Context: an optimization exercise on an open-source flow, tuned for small area, a short achievable clock period and few clock cycles. The choices shown serve that exercise and are no tape-out recipe.
Only simulation tests tie the RTL to the original design; equivalence was not proved.
Power and IR drop assume default switching activity.

// cd_stat_accum
module cd_stat_accum
#(
   parameter int I_TILE = 64,
   parameter int H_TILE = 64,
   parameter int AW     = $clog2(I_TILE * H_TILE)
) (
   input  logic          clk,
   input  logic          rst,
   input  logic          clear,
   input  logic          v_valid,
   output logic          v_ready,
   input  logic [15:0]   v_data,
   input  logic          v_phase,
   input  logic          h_valid,
   output logic          h_ready,
   input  logic [15:0]   h_data,
   input  logic          h_last,
   output logic [AW-1:0] acc_rd_addr,
   output logic          acc_rd_bank,
   input  logic [31:0]   acc_rd_data,
   output logic [AW-1:0] acc_wr_addr,
   output logic [31:0]   acc_wr_data,
   output logic [1:0]    acc_wr_we,
   output logic          busy,
   output logic          done,
   output logic          sat_flag
);
export LEC_CHECK = 0
export CAP_MARGIN = 20
export CORE_MARGIN = 2
export CORE_UTILIZATION = 40
export CTS_BUF_LIST = sky130_fd_sc_hd__clkbuf_8 sky130_fd_sc_hd__clkbuf_16
export CTS_CLUSTER_DIAMETER = 100
export CTS_CLUSTER_SIZE = 30
export SLEW_MARGIN = 20
export SETUP_SLACK_MARGIN = 6.92
create_clock -name core_clock -period 10.0 [get_ports {clk}]
standard.sh (not shown) runs the stock make flow with config.mk's settings and CLKGATE_MAP_FILE= SYNTH_SCRIPT=/design/flow/synth_recipe.tcl, a recipe that flattens the netlist after the stock synthesis.
==> flow/flow/run.sh <==
#!/bin/bash
# Standard layout, with the timing repair steps asked for extra setup slack.
set -e
cp standard.sh standard_sh.txt
cp config.mk config_orig.mk
echo "export SETUP_SLACK_MARGIN = 6.92" >> config.mk
bash standard.sh > standard.log 2>&1
Testbench counts at the start, summed over its fixed seeds: cycles 294,972.
Change:
==> flow/flow/run.sh (replaced) <==
#!/bin/bash
# Standard layout, with the timing repair steps asked for extra setup slack.
set -e
cp standard.sh standard_sh.txt
cp config.mk config_orig.mk
echo "export SETUP_SLACK_MARGIN = 7.0" >> config.mk
bash standard.sh > standard.log 2>&1
- SETUP_SLACK_MARGIN: 6.92 -> 7.0
After rerunning: Setup slack degrades by 0.054 ns; die area does not change; wire length went up by 2.8%; first-iteration DRC count drops by 4.8%; via count is higher by 0.52%; power barely changes; synthesized cell count stays the same.
Change:
==> flow/flow/run.sh (replaced) <==
#!/bin/bash
# Standard layout, with the timing repair steps asked for extra setup slack.
set -e
cp standard.sh standard_sh.txt
cp config.mk config_orig.mk
echo "export SETUP_SLACK_MARGIN = 6.85" >> config.mk
bash standard.sh > standard.log 2>&1
- SETUP_SLACK_MARGIN: 7.0 -> 6.85
The new run finished with timing, DRC and antenna clean.
Cell count falls slightly.
Core utilization falls by 1.0 points.
Setup slack hardly moves.
Hold slack improves by 0.0034 ns.
Non-clock buffer count drops by 31.
Power drops slightly.
Register-to-register slack barely changes.
Die area is unchanged.
Final area went down by a few percent.
Routed wire length goes down by a few percent.
Count of clock-buffer cells in the layout increases by 1.

## build 85
cd_stat_accum, a different RTL version from the one above (not shown whole).
For scale: ~2500 cells after synthesis, ~1200 flip-flops.
Settings: LEC_CHECK=0, CAP_MARGIN=20, CORE_MARGIN=2, CORE_UTILIZATION=40, SLEW_MARGIN=20, SETUP_SLACK_MARGIN=7; clock period 10.0 ns.
==> flow/flow/run.sh <==
#!/bin/bash
# Standard layout, with the timing repair steps asked for extra setup slack.
set -e
cp standard.sh standard_sh.txt
cp config.mk config_orig.mk
echo "export SETUP_SLACK_MARGIN = 7" >> config.mk
bash standard.sh > standard.log 2>&1
Build 85 finished every step from synthesis to the final layout, and the layout passed the timing, design-rule and antenna checks.
Testbench counts of build 85, summed over its fixed seeds: cycles 294,972.
Modified inputs, build 29 compared to build 85
Settings: a deleted SETUP_SLACK_MARGIN that had been 7.
==> flow/run.sh (new file) <==
#!/bin/bash
# synth_recipe.tcl (not shown) runs the flow's synth.tcl, then flattens the netlist and writes it again
# the make line also repeats each setting of config.mk as NAME=value (left out here)
make -C /OpenROAD-flow-scripts/flow DESIGN_CONFIG=/design/flow/config.mk WORK_HOME=/design/flow/orfs CLKGATE_MAP_FILE= SYNTH_SCRIPT=/design/flow/synth_recipe.tcl finish
removed: flow/flow/run.sh
removed: flow/standard.sh
==> comparison <==
- Route | build 29 vs build 85 | wire shorter in build 29
- The number of port buffers was comparable across build 85 and build 29.
- In build 29, the wire length per cell after detailed routing came out 0.62 um below the value in build 85.
- Lower average via count per standard cell was reported by build 29, not build 85.
- In build 29, the setup slack on the worst flop-to-flop path came out 0.56 ns below the value in build 85.
- Any difference in post-placement cell area between build 85 and build 29 is small enough to ignore.
- In the flow results for build 85 and build 29, the global-route usage is larger on build 85.
- Side by side, area growth from synthesis to layout turned out lower in build 29 than in build 85.
- Build 29 packs its core more loosely than build 85.
Relative to build 29, the following input files were edited for build 4:
Settings: ABC_AREA newly set to 1.
Results
Compared with build 29, build 4 shows a highest net fanout along the worst path that is 4 lower.
Compared with build 29, build 4 is hungrier on power.
Final cell count of build 4 exceeds that of build 29 by more than 10%.
In the tables for build 4 and build 29, via density per instance reads higher with build 29.
Build 29 → build 4: share of power burned in combinational logic rose by 2.2 points, shortest period the worst path allows lost 0.032 ns, via count went up 1092.
First-pass GRT wire length of build 4 exceeds that of build 29 by a few percent.
Relative to build 4, the following input files were edited for build 63:
Settings: setting CTS_CLUSTER_DIAMETER to 100 for the first time; removing ABC_AREA (formerly 1); setting SETUP_SLACK_MARGIN to 7 for the first time; setting CTS_CLUSTER_SIZE to 30 for the first time; setting CTS_BUF_LIST to sky130_fd_sc_hd__clkbuf_8 sky130_fd_sc_hd__clkbuf_16 for the first time.
==> flow/flow/run.sh (new file) <==
#!/bin/bash
# Standard layout, with the timing repair steps asked for extra setup slack.
set -e
cp standard.sh standard_sh.txt
cp config.mk config_orig.mk
echo "export SETUP_SLACK_MARGIN = 7" >> config.mk
bash standard.sh > standard.log 2>&1
==> flow/standard.sh (new file) <==
#!/bin/bash
# synth_recipe.tcl (not shown) runs the flow's synth.tcl, then flattens the netlist and writes it again
# the make line also repeats each setting of config.mk as NAME=value (left out here)
make -C /OpenROAD-flow-scripts/flow DESIGN_CONFIG=/design/flow/config.mk WORK_HOME=/design/flow/orfs CLKGATE_MAP_FILE= SYNTH_SCRIPT=/design/flow/synth_recipe.tcl "${@:-finish}"
removed: flow/run.sh
### Flow results
[compare] base=build 4 new=build 63: non-clock buffer count climbed 146; synthesized area decreased 1.9%; net switching share of the total power increased 0.46 points.
Build 4 -> build 63: synthesized cell count decreased by more than 10%
Build 63 ended up with fa_2 as its cell with the biggest individual delay on the critical path; build 4 ended up with clkdlybuf4s50_1.
Of build 4 and build 63, build 4 shows the higher cell count after placement, with build 63 below it.
Initial core utilization | build 63 above build 4

## what the ideal ports hide
The flow's constraints put no driver on any port. The routed layouts listed below were extracted and timed again, unchanged, in two steps.
Step 1 sets driving cells, clkbuf_16 on the clock port and buf_2 on the other inputs (assumed; they add their load-dependent delay and slew).
Step 2 times the ports against the registers' clock, not the clock port: input delays grow and output delays shrink by t, the midpoint of the rising clock arrivals with the driver on.
Three values: no drivers, after step 1, after step 2; two values: the first two.
run	t, ns	setup WS [ns]	worst setup path at the end	worst slew at a driven data input, ns
the first run of note 1	0.680	6.889 / 6.827 / 6.294	input to register	0.10
the second run of note 1	0.682	6.835 / 6.828 / 6.362	input to register	0.13
the third run of note 1	0.679	6.835 / 6.796 / 6.366	input to register	0.11
build 85	0.740	6.854 / 6.790 / 6.309	input to register	0.13
build 29	0.716	6.134 / 6.070 / 5.994	input to register	0.11
build 4	0.730	6.165 / 6.105 / 6.188	input to register	0.15
build 63	0.680	6.803 / 6.803 / 6.452	input to register	0.13
After both steps setup and hold are still met in every run listed. For the first run of note 1, which loses most, drivers alone change the setup slack by -0.062 ns; drivers and shift together by -0.595 ns.
